From an optimization exercise on the open Yosys and OpenROAD flow, aimed at small area, a short achievable clock period and few clock cycles; shortcuts taken in it are not production practice. Where RTL was checked, it was by simulation tests only, not by an equivalence proof against the original. No activity file was given, so power comes from the tool's default toggle rates.

==> v5: inputs <==
==> flow/design.v <==
package snn_pkg;
  localparam int unsigned DefaultOutN  = 10;
  localparam int unsigned DefaultDepth = 128;
  localparam int unsigned IDX_W        = $clog2(DefaultOutN);
  localparam int unsigned ADDR_W       = $clog2(DefaultDepth);
endpackage
module spike_count_bank #(
  parameter int unsigned OUT_N = 10,
  parameter int unsigned CNT_W = 7,
  parameter int unsigned IDX_W = $clog2(OUT_N)
) (
  input  logic                 clk,
  input  logic                 first,
  input  logic [OUT_N-1:0]     spikes,    
  output logic [CNT_W-1:0]     max_o,     
  output logic [IDX_W-1:0]     idx_o      
);
  localparam logic [CNT_W-1:0] CntMax = '1;
  logic [OUT_N-1:0][CNT_W-1:0] dist_q, dist_d, dist_b, dist_p, dist_m;
  logic [OUT_N-1:0]            zero_q, zero_d;    
  logic [CNT_W-1:0]            max_q, max_d, max_b;
  logic                        sat_q, sat_d;      
  logic [OUT_N-1:0]            zero_b, one_b, inc;
  logic                        sat_b, up;
  always_comb begin
    for (int k = 0; k < int'(OUT_N); k++) begin
      zero_b[k] = first || zero_q[k];
      one_b[k]  = !first && (dist_q[k] == CNT_W'(1));
      dist_b[k] = first ? '0 : dist_q[k];
    end
    sat_b = !first && sat_q;
    max_b = first ? '0 : max_q;
    up = (|(spikes & zero_b)) && !sat_b;
    for (int k = 0; k < int'(OUT_N); k++) begin
      inc[k] = spikes[k] && !(zero_b[k] && sat_b);
      dist_p[k] = first ? CNT_W'(1) : dist_q[k] + CNT_W'(1);
      dist_m[k] = dist_q[k] - CNT_W'(1);
      if (inc[k]) dist_d[k] = up ? dist_b[k] : dist_m[k];
      else        dist_d[k] = up ? dist_p[k] : dist_b[k];
      zero_d[k] = (zero_b[k] && (up == inc[k])) || (one_b[k] && !up && inc[k]);
    end
    max_d = up ? max_b + CNT_W'(1) : max_b;
    sat_d = up ? (max_b == CntMax - CNT_W'(1)) : sat_b;
  end
  always_ff @(posedge clk) begin
    dist_q <= dist_d;
    zero_q <= zero_d;
    max_q  <= max_d;
    sat_q  <= sat_d;
  end
  always_comb begin
    idx_o = '0;
    for (int k = int'(OUT_N) - 1; k >= 0; k--) begin
      if (zero_q[k]) idx_o = IDX_W'(k);
    end
  end
  assign max_o = max_q;
endmodule
import snn_pkg::*;
module snn_frame_controller #(
  parameter int unsigned IN_W    = 19,
  parameter int unsigned DEPTH   = snn_pkg::DefaultDepth,
  parameter int unsigned OUT_N   = snn_pkg::DefaultOutN,
  parameter int unsigned CNT_W   = 7,
  parameter int unsigned REPEAT  = 4,
  parameter int unsigned NET_LAT = 2
) (
  input  logic                       clk,
  input  logic                       rstn,
  input  logic                       in_valid_i,
  output logic                       in_ready_o,
  input  logic [IN_W-1:0]            in_data_i,
  input  logic                       in_last_i,
  input  logic                       abort_i,
  output logic                       net_valid_o,
  output logic [IN_W-1:0]            net_data_o,
  input  logic [OUT_N-1:0]           spike_i,
  output logic                       result_valid_o,
  input  logic                       result_ready_i,
  output logic [$clog2(OUT_N)-1:0]   result_idx_o,
  output logic [CNT_W-1:0]           result_cnt_o
);
  localparam int unsigned AddrW = $clog2(DEPTH);
  localparam int unsigned IdxW  = $clog2(OUT_N);
  localparam int unsigned PassW = (REPEAT > 2) ? $clog2(REPEAT - 1) : 1;
  localparam int unsigned RowW  = 3;
  localparam int unsigned BlkW  = 2;
  localparam int unsigned BankW = AddrW - RowW - BlkW;
  localparam int unsigned NRow  = 1 << RowW;
  localparam int unsigned NBlk  = 1 << BlkW;
  localparam int unsigned NBank = 1 << BankW;
  localparam logic [AddrW-1:0] LastPtr  = AddrW'(DEPTH - 1);
  localparam logic [PassW-1:0] LastPass = PassW'(REPEAT - 2);
  typedef enum logic [1:0] {RdHold, RdNext, RdZero} rd_move_e;
  logic              load_q, load_d;       
  logic [AddrW-1:0]  wr_q, wr_d;           
  logic              wlast_q, wlast_d;     
  logic              wv_q;
  logic [AddrW-1:0]  wa_q;
  logic [IN_W-1:0]   wd_q;
  logic [AddrW-1:0]  last_q, last_d;       
  logic              fa_q, fa_d;           
  logic [PassW-1:0]  pass_q, pass_d;       
  logic [AddrW-1:0]  rem_q, rem_d;         
  logic              skip_q, skip_d;       
  logic [NRow-1:0]   rrow_q;
  logic [NBlk-1:0]   rblk_q;
  logic [NBank-1:0]  rbank_q;
  logic              atl_q, atl_d;         
  rd_move_e          rd_move;
  logic [NBank-1:0][IN_W-1:0] bank_q;      
  logic [NBank-1:0]  sbank_q;              
  logic              pv_q, pv_d;           
  logic              pl_q, pl_d;           
  logic              nv_q, nv_d;           
  logic              nf_q, nf_d;           
  logic              nl_q, nl_d;           
  logic [IN_W-1:0]   nd_q, nd_d;
  logic [NET_LAT:1]  v_q, f_q, l_q;        
  logic              cv_q, cf_q, cl_q;     
  logic [OUT_N-1:0]  sp_q;
  logic              fin_q;                
  logic              rv_q;
  logic [IdxW-1:0]   ri_q;
  logic [CNT_W-1:0]  rc_q;
  logic [IN_W-1:0]   mem [DEPTH];
  logic [IN_W-1:0]   rd_word;
  logic              acc, frame_end, last_fetch, fetch, pend, take;
  logic [CNT_W-1:0]  max_w;
  logic [IdxW-1:0]   idx_w;
  assign acc        = load_q && in_valid_i && !abort_i;
  assign frame_end  = in_last_i || wlast_q;
  assign take       = rv_q && result_ready_i && !abort_i;
  assign pend       = (nv_q && nl_q) || (|(v_q & l_q)) || (cv_q && cl_q) || fin_q;
  assign last_fetch = atl_q && (pass_q == LastPass);
  assign fetch      = fa_q && !skip_q && !(last_fetch && (pend || rv_q));
  always_comb begin
    rd_word = '0;
    for (int b = 0; b < int'(NBank); b++) begin
      rd_word = rd_word | (bank_q[b] & {IN_W{sbank_q[b]}});
    end
  end
  always_comb begin
    load_d  = load_q;
    wr_d    = wr_q;
    wlast_d = wlast_q;
    rem_d   = rem_q;
    skip_d  = 1'b0;
    last_d  = last_q;
    fa_d    = fa_q;
    pass_d  = pass_q;
    atl_d   = atl_q;
    rd_move = RdHold;
    pv_d    = 1'b0;
    pl_d    = 1'b0;
    nv_d    = 1'b0;
    nf_d    = 1'b0;
    nl_d    = 1'b0;
    nd_d    = pv_q ? rd_word : in_data_i;
    if (load_q) begin
      if (acc) begin
        nv_d = 1'b1;
        nf_d = (wr_q == '0);
        if (frame_end) begin
          last_d  = wr_q;
          wr_d    = '0;
          wlast_d = 1'b0;
          load_d  = 1'b0;
          fa_d    = 1'b1;
          pass_d  = '0;
          if (wr_q[AddrW-1:1] == '0) begin
            atl_d  = (wr_q == '0);
            rem_d  = wr_q;
            skip_d = (wr_q == '0);
          end else begin
            pv_d    = 1'b1;
            rd_move = RdNext;
            atl_d   = 1'b0;
            rem_d   = wr_q - AddrW'(1);
          end
        end else begin
          wr_d    = wr_q + AddrW'(1);
          wlast_d = (wr_q == LastPtr - AddrW'(1));
        end
      end
    end else begin
      if (pv_q) begin
        nv_d = 1'b1;
        nl_d = pl_q;
        if (pl_q) load_d = 1'b1;
      end
      if (fetch) begin
        pv_d = 1'b1;
        pl_d = last_fetch;
        if (atl_q) begin
          rd_move = RdZero;
          atl_d   = (last_q == '0);
          rem_d   = last_q;
          if (pass_q == LastPass) fa_d = 1'b0;
          else                    pass_d = pass_q + PassW'(1);
        end else begin
          rd_move = RdNext;
          atl_d   = (rem_q == AddrW'(1));
          rem_d   = rem_q - AddrW'(1);
        end
      end
    end
    if (abort_i) begin
      load_d  = 1'b1;
      wr_d    = '0;
      wlast_d = 1'b0;
      fa_d    = 1'b0;
      pv_d    = 1'b0;
      nv_d    = 1'b0;
      rd_move = RdZero;
    end
  end
  always_ff @(posedge clk or negedge rstn) begin
    if (!rstn) begin
      load_q  <= 1'b1;
      wr_q    <= '0;
      wlast_q <= 1'b0;
      wv_q    <= 1'b0;
      fa_q    <= 1'b0;
      rrow_q  <= NRow'(1);
      rblk_q  <= NBlk'(1);
      rbank_q <= NBank'(1);
      pv_q    <= 1'b0;
      nv_q    <= 1'b0;
      nl_q    <= 1'b0;
      v_q     <= '0;
      l_q     <= '0;
      cv_q    <= 1'b0;
      cl_q    <= 1'b0;
      fin_q   <= 1'b0;
      rv_q    <= 1'b0;
    end else begin
      load_q <= load_d;
      wr_q   <= wr_d;
      wlast_q <= wlast_d;
      wv_q   <= acc;
      fa_q   <= fa_d;
      unique case (rd_move)
        RdNext: begin
          rrow_q <= {rrow_q[NRow-2:0], rrow_q[NRow-1]};
          if (rrow_q[NRow-1]) begin
            rblk_q <= {rblk_q[NBlk-2:0], rblk_q[NBlk-1]};
            if (rblk_q[NBlk-1]) rbank_q <= {rbank_q[NBank-2:0], rbank_q[NBank-1]};
          end
        end
        RdZero: begin
          rrow_q  <= NRow'(1);
          rblk_q  <= NBlk'(1);
          rbank_q <= NBank'(1);
        end
        default: ;
      endcase
      pv_q   <= pv_d;
      nv_q   <= nv_d;
      nl_q   <= nl_d;
      v_q    <= abort_i ? '0 : {v_q[NET_LAT-1:1], nv_q};
      l_q    <= {l_q[NET_LAT-1:1], nl_q};
      cv_q   <= abort_i ? 1'b0 : v_q[NET_LAT];
      cl_q   <= l_q[NET_LAT];
      fin_q  <= !abort_i && cv_q && cl_q;
      rv_q   <= !abort_i && (fin_q || (rv_q && !take));
    end
  end
  always_ff @(posedge clk) begin
    last_q  <= last_d;
    rem_q   <= rem_d;
    skip_q  <= skip_d;
    wa_q    <= wr_q;
    wd_q    <= in_data_i;
    pass_q  <= pass_d;
    atl_q   <= atl_d;
    pl_q    <= pl_d;
    sbank_q <= rbank_q;
    nf_q    <= nf_d;
    nd_q    <= nd_d;
    f_q     <= {f_q[NET_LAT-1:1], nf_q};
    cf_q    <= f_q[NET_LAT] && v_q[NET_LAT];
    sp_q    <= v_q[NET_LAT] ? spike_i : '0;
    if (fin_q) begin
      ri_q <= idx_w;
      rc_q <= max_w;
    end
  end
  always_ff @(posedge clk) begin
    for (int b = 0; b < int'(NBank); b++) begin
      logic [IN_W-1:0] w;
      w = '0;
      for (int k = 0; k < int'(NBlk); k++) begin
        logic [IN_W-1:0] blk;
        blk = '0;
        for (int r = 0; r < int'(NRow); r++) begin
          blk = blk | (mem[(b * NBlk + k) * NRow + r] & {IN_W{rrow_q[r]}});
        end
        w = w | (blk & {IN_W{rblk_q[k]}});
      end
      bank_q[b] <= w;
    end
  end
  always_ff @(posedge clk) begin
    for (int r = 0; r < int'(DEPTH); r++) begin
      if (wv_q && (wa_q == AddrW'(r))) mem[r] <= wd_q;
    end
  end
  spike_count_bank #(
    .OUT_N (OUT_N),
    .CNT_W (CNT_W),
    .IDX_W (IdxW)
  ) u_count_bank (
    .clk    (clk),
    .first  (cf_q),
    .spikes (sp_q),
    .max_o  (max_w),
    .idx_o  (idx_w)
  );
  assign in_ready_o     = load_q;
  assign net_valid_o    = nv_q;
  assign net_data_o     = nd_q;
  assign result_valid_o = rv_q;
  assign result_idx_o   = ri_q;
  assign result_cnt_o   = rc_q;
endmodule
==> flow/run.sh <==
#!/bin/bash
# synth_recipe.tcl (not shown) runs the flow's synth.tcl, then flattens the netlist and writes it again
# the make line also repeats each setting of config.mk as NAME=value (left out here)
make -C /OpenROAD-flow-scripts/flow DESIGN_CONFIG=/design/flow/config.mk WORK_HOME=/design/flow/orfs CLKGATE_MAP_FILE= SYNTH_SCRIPT=/design/flow/synth_recipe.tcl finish
==> flow/config.mk <==
export PLATFORM = sky130hd
export DESIGN_NAME = snn_frame_controller
export DESIGN_NICKNAME = snn_frame_controller
export VERILOG_FILES = /design/flow/design.v
export SDC_FILE = /design/flow/constraint.sdc
export NUM_CORES = 4
export LEC_CHECK = 0
export CAP_MARGIN = 20
export CORE_MARGIN = 2
export CORE_UTILIZATION = 40
export CTS_CLUSTER_DIAMETER = 100
export CTS_CLUSTER_SIZE = 30
export SETUP_SLACK_MARGIN = 2.4
export SLEW_MARGIN = 20
==> flow/constraint.sdc <==
create_clock -name core_clock -period 5.0 [get_ports {clk}]
set_input_delay 1.0000 -clock core_clock [delete_from_list [all_inputs] [get_ports {clk}]]
set_output_delay 1.0000 -clock core_clock [all_outputs]
set_load 0.01 [all_outputs]
==> inputs of v12, as changes to v5 <==
--- a/flow/design.v
+++ b/flow/design.v
@@ -184,6 +184,7 @@
         end
       end
     end else begin
+      if (!fa_q && !pv_q) load_d = 1'b1;
       if (pv_q) begin
         nv_d = 1'b1;
         nl_d = pl_q;
@@ -217,7 +218,7 @@
   end
   always_ff @(posedge clk or negedge rstn) begin
     if (!rstn) begin
-      load_q  <= 1'b1;
+      load_q  <= 1'b0;
       wr_q    <= '0;
       wlast_q <= 1'b0;
       wv_q    <= 1'b0;
--- a/flow/config.mk
+++ b/flow/config.mk
@@ -10,5 +10,5 @@
 export CORE_UTILIZATION = 40
 export CTS_CLUSTER_DIAMETER = 100
 export CTS_CLUSTER_SIZE = 30
-export SETUP_SLACK_MARGIN = 2.4
+export SETUP_SLACK_MARGIN = 2.6
 export SLEW_MARGIN = 20
==> inputs of v16, as changes to v5 <==
--- a/flow/design.v
+++ b/flow/design.v
@@ -93,6 +93,8 @@
   localparam logic [PassW-1:0] LastPass = PassW'(REPEAT - 2);
   typedef enum logic [1:0] {RdHold, RdNext, RdZero} rd_move_e;
   logic              load_q, load_d;       
+  logic              busy_q;               
+  logic              rdy_q;                
   logic [AddrW-1:0]  wr_q, wr_d;           
   logic              wlast_q, wlast_d;     
   logic              wv_q;
@@ -117,8 +119,8 @@
   logic              nl_q, nl_d;           
   logic [IN_W-1:0]   nd_q, nd_d;
   logic [NET_LAT:1]  v_q, f_q, l_q;        
-  logic              cv_q, cf_q, cl_q;     
-  logic [OUT_N-1:0]  sp_q;
+  logic              ans_first, ans_last;  
+  logic [OUT_N-1:0]  ans;                  
   logic              fin_q;                
   logic              rv_q;
   logic [IdxW-1:0]   ri_q;
@@ -128,10 +130,14 @@
   logic              acc, frame_end, last_fetch, fetch, pend, take;
   logic [CNT_W-1:0]  max_w;
   logic [IdxW-1:0]   idx_w;
+  assign load_q     = !busy_q;
   assign acc        = load_q && in_valid_i && !abort_i;
   assign frame_end  = in_last_i || wlast_q;
   assign take       = rv_q && result_ready_i && !abort_i;
-  assign pend       = (nv_q && nl_q) || (|(v_q & l_q)) || (cv_q && cl_q) || fin_q;
+  assign pend       = (nv_q && nl_q) || (|(v_q & l_q)) || fin_q;
+  assign ans        = v_q[NET_LAT] ? spike_i : '0;
+  assign ans_first  = v_q[NET_LAT] && f_q[NET_LAT];
+  assign ans_last   = v_q[NET_LAT] && l_q[NET_LAT];
   assign last_fetch = atl_q && (pass_q == LastPass);
   assign fetch      = fa_q && !skip_q && !(last_fetch && (pend || rv_q));
   always_comb begin
@@ -184,6 +190,7 @@
         end
       end
     end else begin
+      if (!fa_q && !pv_q) load_d = 1'b1;
       if (pv_q) begin
         nv_d = 1'b1;
         nl_d = pl_q;
@@ -217,7 +224,8 @@
   end
   always_ff @(posedge clk or negedge rstn) begin
     if (!rstn) begin
-      load_q  <= 1'b1;
+      busy_q  <= 1'b1;
+      rdy_q   <= 1'b0;
       wr_q    <= '0;
       wlast_q <= 1'b0;
       wv_q    <= 1'b0;
@@ -230,12 +238,11 @@
       nl_q    <= 1'b0;
       v_q     <= '0;
       l_q     <= '0;
-      cv_q    <= 1'b0;
-      cl_q    <= 1'b0;
       fin_q   <= 1'b0;
       rv_q    <= 1'b0;
     end else begin
-      load_q <= load_d;
+      busy_q <= !load_d;
+      rdy_q  <= load_d;
       wr_q   <= wr_d;
       wlast_q <= wlast_d;
       wv_q   <= acc;
@@ -260,9 +267,7 @@
       nl_q   <= nl_d;
       v_q    <= abort_i ? '0 : {v_q[NET_LAT-1:1], nv_q};
       l_q    <= {l_q[NET_LAT-1:1], nl_q};
-      cv_q   <= abort_i ? 1'b0 : v_q[NET_LAT];
-      cl_q   <= l_q[NET_LAT];
-      fin_q  <= !abort_i && cv_q && cl_q;
+      fin_q  <= !abort_i && ans_last;
       rv_q   <= !abort_i && (fin_q || (rv_q && !take));
     end
   end
@@ -279,8 +284,6 @@
     nf_q    <= nf_d;
     nd_q    <= nd_d;
     f_q     <= {f_q[NET_LAT-1:1], nf_q};
-    cf_q    <= f_q[NET_LAT] && v_q[NET_LAT];
-    sp_q    <= v_q[NET_LAT] ? spike_i : '0;
     if (fin_q) begin
       ri_q <= idx_w;
       rc_q <= max_w;
@@ -312,12 +315,12 @@
     .IDX_W (IdxW)
   ) u_count_bank (
     .clk    (clk),
-    .first  (cf_q),
-    .spikes (sp_q),
+    .first  (ans_first),
+    .spikes (ans),
     .max_o  (max_w),
     .idx_o  (idx_w)
   );
-  assign in_ready_o     = load_q;
+  assign in_ready_o     = rdy_q;
   assign net_valid_o    = nv_q;
   assign net_data_o     = nd_q;
   assign result_valid_o = rv_q;
--- a/flow/config.mk
+++ b/flow/config.mk
@@ -5,10 +5,10 @@
 export SDC_FILE = /design/flow/constraint.sdc
 export NUM_CORES = 4
 export LEC_CHECK = 0
-export CAP_MARGIN = 20
+export CAP_MARGIN = 5
 export CORE_MARGIN = 2
 export CORE_UTILIZATION = 40
 export CTS_CLUSTER_DIAMETER = 100
 export CTS_CLUSTER_SIZE = 30
-export SETUP_SLACK_MARGIN = 2.4
-export SLEW_MARGIN = 20
+export SETUP_SLACK_MARGIN = 2.6
+export SLEW_MARGIN = 5
==> inputs of v19, as changes to v5 <==
--- a/flow/design.v
+++ b/flow/design.v
@@ -84,27 +84,31 @@
   localparam int unsigned IdxW  = $clog2(OUT_N);
   localparam int unsigned PassW = (REPEAT > 2) ? $clog2(REPEAT - 1) : 1;
   localparam int unsigned RowW  = 3;
-  localparam int unsigned BlkW  = 2;
-  localparam int unsigned BankW = AddrW - RowW - BlkW;
-  localparam int unsigned NRow  = 1 << RowW;
-  localparam int unsigned NBlk  = 1 << BlkW;
+  localparam int unsigned SlotW = 5;
+  localparam int unsigned BankW = AddrW - SlotW;
+  localparam int unsigned NSlot = 1 << SlotW;
   localparam int unsigned NBank = 1 << BankW;
+  localparam int unsigned NBufLo = 1 << RowW;
+  localparam int unsigned NBufHi = DEPTH / NBufLo;
   localparam logic [AddrW-1:0] LastPtr  = AddrW'(DEPTH - 1);
   localparam logic [PassW-1:0] LastPass = PassW'(REPEAT - 2);
   typedef enum logic [1:0] {RdHold, RdNext, RdZero} rd_move_e;
   logic              load_q, load_d;       
+  logic              busy_q;               
+  logic              rdy_q;                
   logic [AddrW-1:0]  wr_q, wr_d;           
   logic              wlast_q, wlast_d;     
-  logic              wv_q;
-  logic [AddrW-1:0]  wa_q;
+  logic              wz_q, wz_d;           
+  logic              w1_q, w1_d;           
+  logic [NBufHi-1:0] wgrp_q;               
+  logic [NBufLo-1:0] wrow_q;               
   logic [IN_W-1:0]   wd_q;
   logic [AddrW-1:0]  last_q, last_d;       
   logic              fa_q, fa_d;           
   logic [PassW-1:0]  pass_q, pass_d;       
   logic [AddrW-1:0]  rem_q, rem_d;         
   logic              skip_q, skip_d;       
-  logic [NRow-1:0]   rrow_q;
-  logic [NBlk-1:0]   rblk_q;
+  logic [NSlot-1:0]  rslot_q;              
   logic [NBank-1:0]  rbank_q;
   logic              atl_q, atl_d;         
   rd_move_e          rd_move;
@@ -118,7 +122,7 @@
   logic [IN_W-1:0]   nd_q, nd_d;
   logic [NET_LAT:1]  v_q, f_q, l_q;        
   logic              cv_q, cf_q, cl_q;     
-  logic [OUT_N-1:0]  sp_q;
+  logic [OUT_N-1:0]  sp_q;                 
   logic              fin_q;                
   logic              rv_q;
   logic [IdxW-1:0]   ri_q;
@@ -128,6 +132,7 @@
   logic              acc, frame_end, last_fetch, fetch, pend, take;
   logic [CNT_W-1:0]  max_w;
   logic [IdxW-1:0]   idx_w;
+  assign load_q     = !busy_q;
   assign acc        = load_q && in_valid_i && !abort_i;
   assign frame_end  = in_last_i || wlast_q;
   assign take       = rv_q && result_ready_i && !abort_i;
@@ -144,6 +149,8 @@
     load_d  = load_q;
     wr_d    = wr_q;
     wlast_d = wlast_q;
+    wz_d    = wz_q;
+    w1_d    = w1_q;
     rem_d   = rem_q;
     skip_d  = 1'b0;
     last_d  = last_q;
@@ -158,20 +165,23 @@
     nl_d    = 1'b0;
     nd_d    = pv_q ? rd_word : in_data_i;
     if (load_q) begin
+      rd_move = RdZero;
       if (acc) begin
         nv_d = 1'b1;
-        nf_d = (wr_q == '0);
+        nf_d = wz_q;
         if (frame_end) begin
           last_d  = wr_q;
           wr_d    = '0;
           wlast_d = 1'b0;
+          wz_d    = 1'b1;
+          w1_d    = 1'b0;
           load_d  = 1'b0;
           fa_d    = 1'b1;
           pass_d  = '0;
-          if (wr_q[AddrW-1:1] == '0) begin
-            atl_d  = (wr_q == '0);
+          if (wz_q || w1_q) begin
+            atl_d  = wz_q;
             rem_d  = wr_q;
-            skip_d = (wr_q == '0);
+            skip_d = wz_q;
           end else begin
             pv_d    = 1'b1;
             rd_move = RdNext;
@@ -181,9 +191,12 @@
         end else begin
           wr_d    = wr_q + AddrW'(1);
           wlast_d = (wr_q == LastPtr - AddrW'(1));
+          wz_d    = 1'b0;
+          w1_d    = wz_q;
         end
       end
     end else begin
+      if (!fa_q && !pv_q) load_d = 1'b1;
       if (pv_q) begin
         nv_d = 1'b1;
         nl_d = pl_q;
@@ -209,6 +222,8 @@
       load_d  = 1'b1;
       wr_d    = '0;
       wlast_d = 1'b0;
+      wz_d    = 1'b1;
+      w1_d    = 1'b0;
       fa_d    = 1'b0;
       pv_d    = 1'b0;
       nv_d    = 1'b0;
@@ -217,14 +232,14 @@
   end
   always_ff @(posedge clk or negedge rstn) begin
     if (!rstn) begin
-      load_q  <= 1'b1;
+      busy_q  <= 1'b1;
+      rdy_q   <= 1'b0;
       wr_q    <= '0;
       wlast_q <= 1'b0;
-      wv_q    <= 1'b0;
+      wz_q    <= 1'b1;
+      w1_q    <= 1'b0;
+      wgrp_q  <= '0;
       fa_q    <= 1'b0;
-      rrow_q  <= NRow'(1);
-      rblk_q  <= NBlk'(1);
-      rbank_q <= NBank'(1);
       pv_q    <= 1'b0;
       nv_q    <= 1'b0;
       nl_q    <= 1'b0;
@@ -235,26 +250,14 @@
       fin_q   <= 1'b0;
       rv_q    <= 1'b0;
     end else begin
-      load_q <= load_d;
+      busy_q <= !load_d;
+      rdy_q  <= load_d;
       wr_q   <= wr_d;
       wlast_q <= wlast_d;
-      wv_q   <= acc;
+      wz_q    <= wz_d;
+      w1_q    <= w1_d;
+      wgrp_q <= acc ? NBufHi'(1) << wr_q[AddrW-1:RowW] : '0;
       fa_q   <= fa_d;
-      unique case (rd_move)
-        RdNext: begin
-          rrow_q <= {rrow_q[NRow-2:0], rrow_q[NRow-1]};
-          if (rrow_q[NRow-1]) begin
-            rblk_q <= {rblk_q[NBlk-2:0], rblk_q[NBlk-1]};
-            if (rblk_q[NBlk-1]) rbank_q <= {rbank_q[NBank-2:0], rbank_q[NBank-1]};
-          end
-        end
-        RdZero: begin
-          rrow_q  <= NRow'(1);
-          rblk_q  <= NBlk'(1);
-          rbank_q <= NBank'(1);
-        end
-        default: ;
-      endcase
       pv_q   <= pv_d;
       nv_q   <= nv_d;
       nl_q   <= nl_d;
@@ -270,12 +273,23 @@
     last_q  <= last_d;
     rem_q   <= rem_d;
     skip_q  <= skip_d;
-    wa_q    <= wr_q;
+    wrow_q  <= NBufLo'(1) << wr_q[RowW-1:0];
     wd_q    <= in_data_i;
     pass_q  <= pass_d;
     atl_q   <= atl_d;
     pl_q    <= pl_d;
     sbank_q <= rbank_q;
+    unique case (rd_move)
+      RdNext: begin
+        rslot_q <= {rslot_q[NSlot-2:0], rslot_q[NSlot-1]};
+        if (rslot_q[NSlot-1]) rbank_q <= {rbank_q[NBank-2:0], rbank_q[NBank-1]};
+      end
+      RdZero: begin
+        rslot_q <= NSlot'(1);
+        rbank_q <= NBank'(1);
+      end
+      default: ;
+    endcase
     nf_q    <= nf_d;
     nd_q    <= nd_d;
     f_q     <= {f_q[NET_LAT-1:1], nf_q};
@@ -290,20 +304,15 @@
     for (int b = 0; b < int'(NBank); b++) begin
       logic [IN_W-1:0] w;
       w = '0;
-      for (int k = 0; k < int'(NBlk); k++) begin
-        logic [IN_W-1:0] blk;
-        blk = '0;
-        for (int r = 0; r < int'(NRow); r++) begin
-          blk = blk | (mem[(b * NBlk + k) * NRow + r] & {IN_W{rrow_q[r]}});
-        end
-        w = w | (blk & {IN_W{rblk_q[k]}});
+      for (int k = 0; k < int'(NSlot); k++) begin
+        w = w | (mem[b * NSlot + k] & {IN_W{rslot_q[k]}});
       end
       bank_q[b] <= w;
     end
   end
   always_ff @(posedge clk) begin
     for (int r = 0; r < int'(DEPTH); r++) begin
-      if (wv_q && (wa_q == AddrW'(r))) mem[r] <= wd_q;
+      if (wgrp_q[r / NBufLo] && wrow_q[r % NBufLo]) mem[r] <= wd_q;
     end
   end
   spike_count_bank #(
@@ -317,7 +326,7 @@
     .max_o  (max_w),
     .idx_o  (idx_w)
   );
-  assign in_ready_o     = load_q;
+  assign in_ready_o     = rdy_q;
   assign net_valid_o    = nv_q;
   assign net_data_o     = nd_q;
   assign result_valid_o = rv_q;
--- a/flow/config.mk
+++ b/flow/config.mk
@@ -5,10 +5,10 @@
 export SDC_FILE = /design/flow/constraint.sdc
 export NUM_CORES = 4
 export LEC_CHECK = 0
-export CAP_MARGIN = 20
+export CAP_MARGIN = 5
 export CORE_MARGIN = 2
 export CORE_UTILIZATION = 40
 export CTS_CLUSTER_DIAMETER = 100
 export CTS_CLUSTER_SIZE = 30
-export SETUP_SLACK_MARGIN = 2.4
-export SLEW_MARGIN = 20
+export SETUP_SLACK_MARGIN = 2.6
+export SLEW_MARGIN = 5
==> comparison <==
Against v12, the combinational power of v5 is lower by about 3%.
Between v16 and v5, the lower register-to-register slack is in v5 (gap 290 ps).
In v19 the core utilization is lower than in v16, by 0.34 points.
Clock-buffer cell count, lowest first: v16, v19, v5, v12.
Of v19 and v16, v19 has the higher worst setup slack (gap 35 ps).
Of v12 and v16, v12 has the higher global-route usage (gap 0.15 points).
Via count: v5 < v12 < v16 < v19.
Between v19 and v12, the lower hold slack is in v19 (gap 18 ps).
Against v19, the synthesized cell count of v12 is larger by 2.3%.
Of v12 and v19, v12 has the higher final area (gap 0.35%, measured against v19).
Testbench counts of v19, summed over its fixed seeds: cycles 45,152.
Function not checked in v5, v12 and v16: the RTL went through the layout flow alone.

-- separate check: timing with driven ports --
Ports are ideal in the flow. The routed layouts listed here were re-timed in OpenROAD.
Step 1 assumes that a clkbuf_16 drives the clock port and a buf_2 every other input.
Step 2 also shifts input and output timing later by t, the mid clock arrival at the registers, as if the neighbouring blocks saw the same clock.
Slacks: no drivers / after step 1 / after step 2; pairs: no drivers / after step 1.
run | t (ns) | slack for setup (ns) | worst register clock-pin slew, ns
v5 | 0.891 | 2.265 / 2.265 / 1.704 | 0.12 / 0.12
v12 | 0.883 | 2.543 / 2.451 / 1.850 | 0.12 / 0.12
v16 | 0.889 | 2.521 / 2.547 / 1.683 | 0.12 / 0.12
v19 | 0.921 | 2.557 / 2.455 / 1.760 | 0.12 / 0.12
After both steps setup and hold are still met in every run listed. The setup slack of v16, which loses most, moves by +0.026 ns with the drivers and by -0.838 ns with both steps.
